Context: an optimization exercise on an open-source flow, tuned for small area. The choices shown serve that exercise and are no tape-out recipe. Only simulation tests tie the RTL to the original design; equivalence was not proved. Power figures rest on the tool's default switching activity, not on a simulated workload.

== birch ==
## pio_top
module pio_top (
  input  logic                      clk_25mhz,
  input  logic                      pwr_up_reset_n,
  input  logic [3:0]                cmd_action,
  input  logic                      cmd_mindex,
  input  logic [4:0]                cmd_index,
  input  logic [31:0]               cmd_data,
  output logic [2-1:0]    full,
  output logic [8-1:0]  pins
);
==> flow/config.mk <==
export PLATFORM = sky130hd
export DESIGN_NAME = pio_top
export DESIGN_NICKNAME = pio_top
export VERILOG_FILES = /design/flow/design.v
export SDC_FILE = /design/flow/constraint.sdc
export NUM_CORES = 4
export LEC_CHECK = 0
export CAP_MARGIN = 10
export CORE_MARGIN = 2
export CORE_UTILIZATION = 40
export SLEW_MARGIN = 10
export SYNTH_HIERARCHICAL = 1
==> flow/constraint.sdc <==
create_clock -name core_clock -period 10.0 [get_ports {clk_25mhz}]
set_input_delay 2.0000 -clock core_clock [delete_from_list [all_inputs] [get_ports {clk_25mhz}]]
set_output_delay 2.0000 -clock core_clock [all_outputs]
set_load 0.01 [all_outputs]
standard.sh (not shown) runs the stock make flow with config.mk's settings and CLKGATE_MAP_FILE= SYNTH_SCRIPT=/design/flow/synth_recipe.tcl, a recipe that flattens the netlist after the stock synthesis.
==> flow/flow/run.sh <==
#!/bin/bash
# Standard layout with two changes:
# - logic mapping uses an area-oriented ABC script (the flip-flops are mapped
#   before ABC runs, so the registers are those of the standard synthesis);
# - clock tree synthesis adds no dummy loads and clusters up to 30 flip-flops
#   per leaf buffer.
set -euo pipefail
cp -r "$FLOW_HOME/scripts" scripts_area
printf 'strash\ndch\nmap -a\nstrash\ndch\nmap -a\ntopo\n' > scripts_area/abc_speed.script
sed "s#CLKGATE_MAP_FILE= #CLKGATE_MAP_FILE= SCRIPTS_DIR=$PWD/scripts_area #" standard.sh > standard_area.sh
grep -q 'SCRIPTS_DIR=' standard_area.sh
export CTS_ARGS="-sink_clustering_enable -repair_clock_nets -dont_use_dummy_load -buf_list sky130_fd_sc_hd__clkbuf_16 -sink_clustering_size 30 -sink_clustering_max_diameter 80"
bash standard_area.sh > standard.log 2>&1
The flow did not stop early for birch: all stages ran, and the layout cleared the timing, DRC and antenna checks.
Edits applied to the flow inputs when going from birch to cedar:
diff --git a/flow/flow/run.sh b/flow/flow/run.sh
--- a/flow/flow/run.sh
+++ b/flow/flow/run.sh
@@ -4,3 +4,3 @@
 #   before ABC runs, so the registers are those of the standard synthesis);
-# - clock tree synthesis adds no dummy loads and clusters up to 30 flip-flops
+# - clock tree synthesis adds no dummy loads and clusters up to 32 flip-flops
 #   per leaf buffer.
@@ -11,3 +11,3 @@
 grep -q 'SCRIPTS_DIR=' standard_area.sh
-export CTS_ARGS="-sink_clustering_enable -repair_clock_nets -dont_use_dummy_load -buf_list sky130_fd_sc_hd__clkbuf_16 -sink_clustering_size 30 -sink_clustering_max_diameter 80"
+export CTS_ARGS="-sink_clustering_enable -repair_clock_nets -dont_use_dummy_load -buf_list sky130_fd_sc_hd__clkbuf_16 -sink_clustering_size 32 -sink_clustering_max_diameter 80"
 bash standard_area.sh > standard.log 2>&1
--- outcome ---
- Between cedar and birch, the design area figures differ only marginally.
- The lower maximum vdd drop came out of birch.
- The multi-input combinational cell area on birch is in line with that on cedar.
- Antenna cell count ended up 1 lower on cedar than on birch.
- cedar against birch: average wire per cell in the routed design roughly the same; register-to-register slack roughly the same; sum of internal, switching and leakage power down 22 µW.
- On total power density per cell area, cedar and birch are basically level.
- ~same met1 wire length in cedar and birch

* * *

pio_top again, from the RTL that the note above started with.
==> flow/design.v (excerpt) <==
module pio_top (
  input  logic                      clk_25mhz,
  input  logic                      pwr_up_reset_n,
  input  logic [3:0]                cmd_action,
  input  logic                      cmd_mindex,
  input  logic [4:0]                cmd_index,
  input  logic [31:0]               cmd_data,
  output logic [2-1:0]    full,
  output logic [8-1:0]  pins
);
export LEC_CHECK = 0
export CAP_MARGIN = 10
export CORE_MARGIN = 2
export CORE_UTILIZATION = 60
export PLACE_DENSITY = 0.75
export SLEW_MARGIN = 10
export SYNTH_HIERARCHICAL = 1
create_clock -name core_clock -period 10.0 [get_ports {clk_25mhz}]
==> flow/flow/run.sh <==
#!/bin/bash
# Standard layout with two changes:
# - logic mapping uses an area-oriented ABC script (the flip-flops are mapped
#   before ABC runs, so the registers are those of the standard synthesis);
# - clock tree synthesis adds no dummy loads and clusters up to 30 flip-flops
#   per leaf buffer.
set -euo pipefail
cp -r "$FLOW_HOME/scripts" scripts_area
printf 'strash\ndch\nmap -a\nstrash\ndch\nmap -a\ntopo\n' > scripts_area/abc_speed.script
sed "s#CLKGATE_MAP_FILE= #CLKGATE_MAP_FILE= SCRIPTS_DIR=$PWD/scripts_area #" standard.sh > standard_area.sh
grep -q 'SCRIPTS_DIR=' standard_area.sh
export CTS_ARGS="-sink_clustering_enable -repair_clock_nets -dont_use_dummy_load -buf_list sky130_fd_sc_hd__clkbuf_16 -sink_clustering_size 30 -sink_clustering_max_diameter 80"
bash standard_area.sh > standard.log 2>&1
The first run reached the layout checks and failed them: capacitance limit, slew limit.
Change:
--- a/flow/flow/run.sh
+++ b/flow/flow/run.sh
@@ -10,4 +10,4 @@
 sed "s#CLKGATE_MAP_FILE= #CLKGATE_MAP_FILE= SCRIPTS_DIR=$PWD/scripts_area #" standard.sh > standard_area.sh
 grep -q 'SCRIPTS_DIR=' standard_area.sh
-export CTS_ARGS="-sink_clustering_enable -repair_clock_nets -dont_use_dummy_load -buf_list sky130_fd_sc_hd__clkbuf_16 -sink_clustering_size 30 -sink_clustering_max_diameter 80"
+export CTS_ARGS='-sink_clustering_enable -repair_clock_nets -dont_use_dummy_load -buf_list {sky130_fd_sc_hd__clkbuf_8 sky130_fd_sc_hd__clkbuf_16} -sink_clustering_size 30 -sink_clustering_max_diameter 80'
 bash standard_area.sh > standard.log 2>&1
- CORE_UTILIZATION: 60 -> 40
- PLACE_DENSITY: 0.75 -> unset
Now the flow completed without violations.
Register-to-register slack improves by 0.26 ns.
Die area came out higher by 49%.
Clock-buffer cell count is unchanged.
Worst setup slack improves by 0.26 ns.
Via count came out lower by 4.2%.
Fmax came out higher by 2.9%.
Hold slack degrades by 0.020 ns.
Wire length came out lower by 1.3%.
Total power stays flat.
Utilization came out lower by 22 points.

[what the ideal ports hide]
The results above use ideal ports. As a check the final layouts listed here were re-extracted and re-timed, cells and wires unchanged. Step 1 assumes that a clkbuf_16 drives the clock port and a buf_2 every other input. Step 2 also shifts input and output timing later by t, the mid clock arrival at the registers, as if the neighbouring blocks saw the same clock. Three values: ideal ports, drivers, drivers and shift; two values: the first two.
run | t (ns) | slack for setup (ns) | worst setup path at the end | pins driven straight from the clock port
birch | 0.658 | 1.315 / 1.315 / 1.315 | register to register | 1
cedar | 0.667 | 1.308 / 1.308 / 1.308 | register to register | 1
the first run of note 2 | 0.663 | 1.060 / 1.060 / 1.060 | register to register | 1
the second run of note 2 | 0.658 | 1.315 / 1.315 / 1.315 | register to register | 1
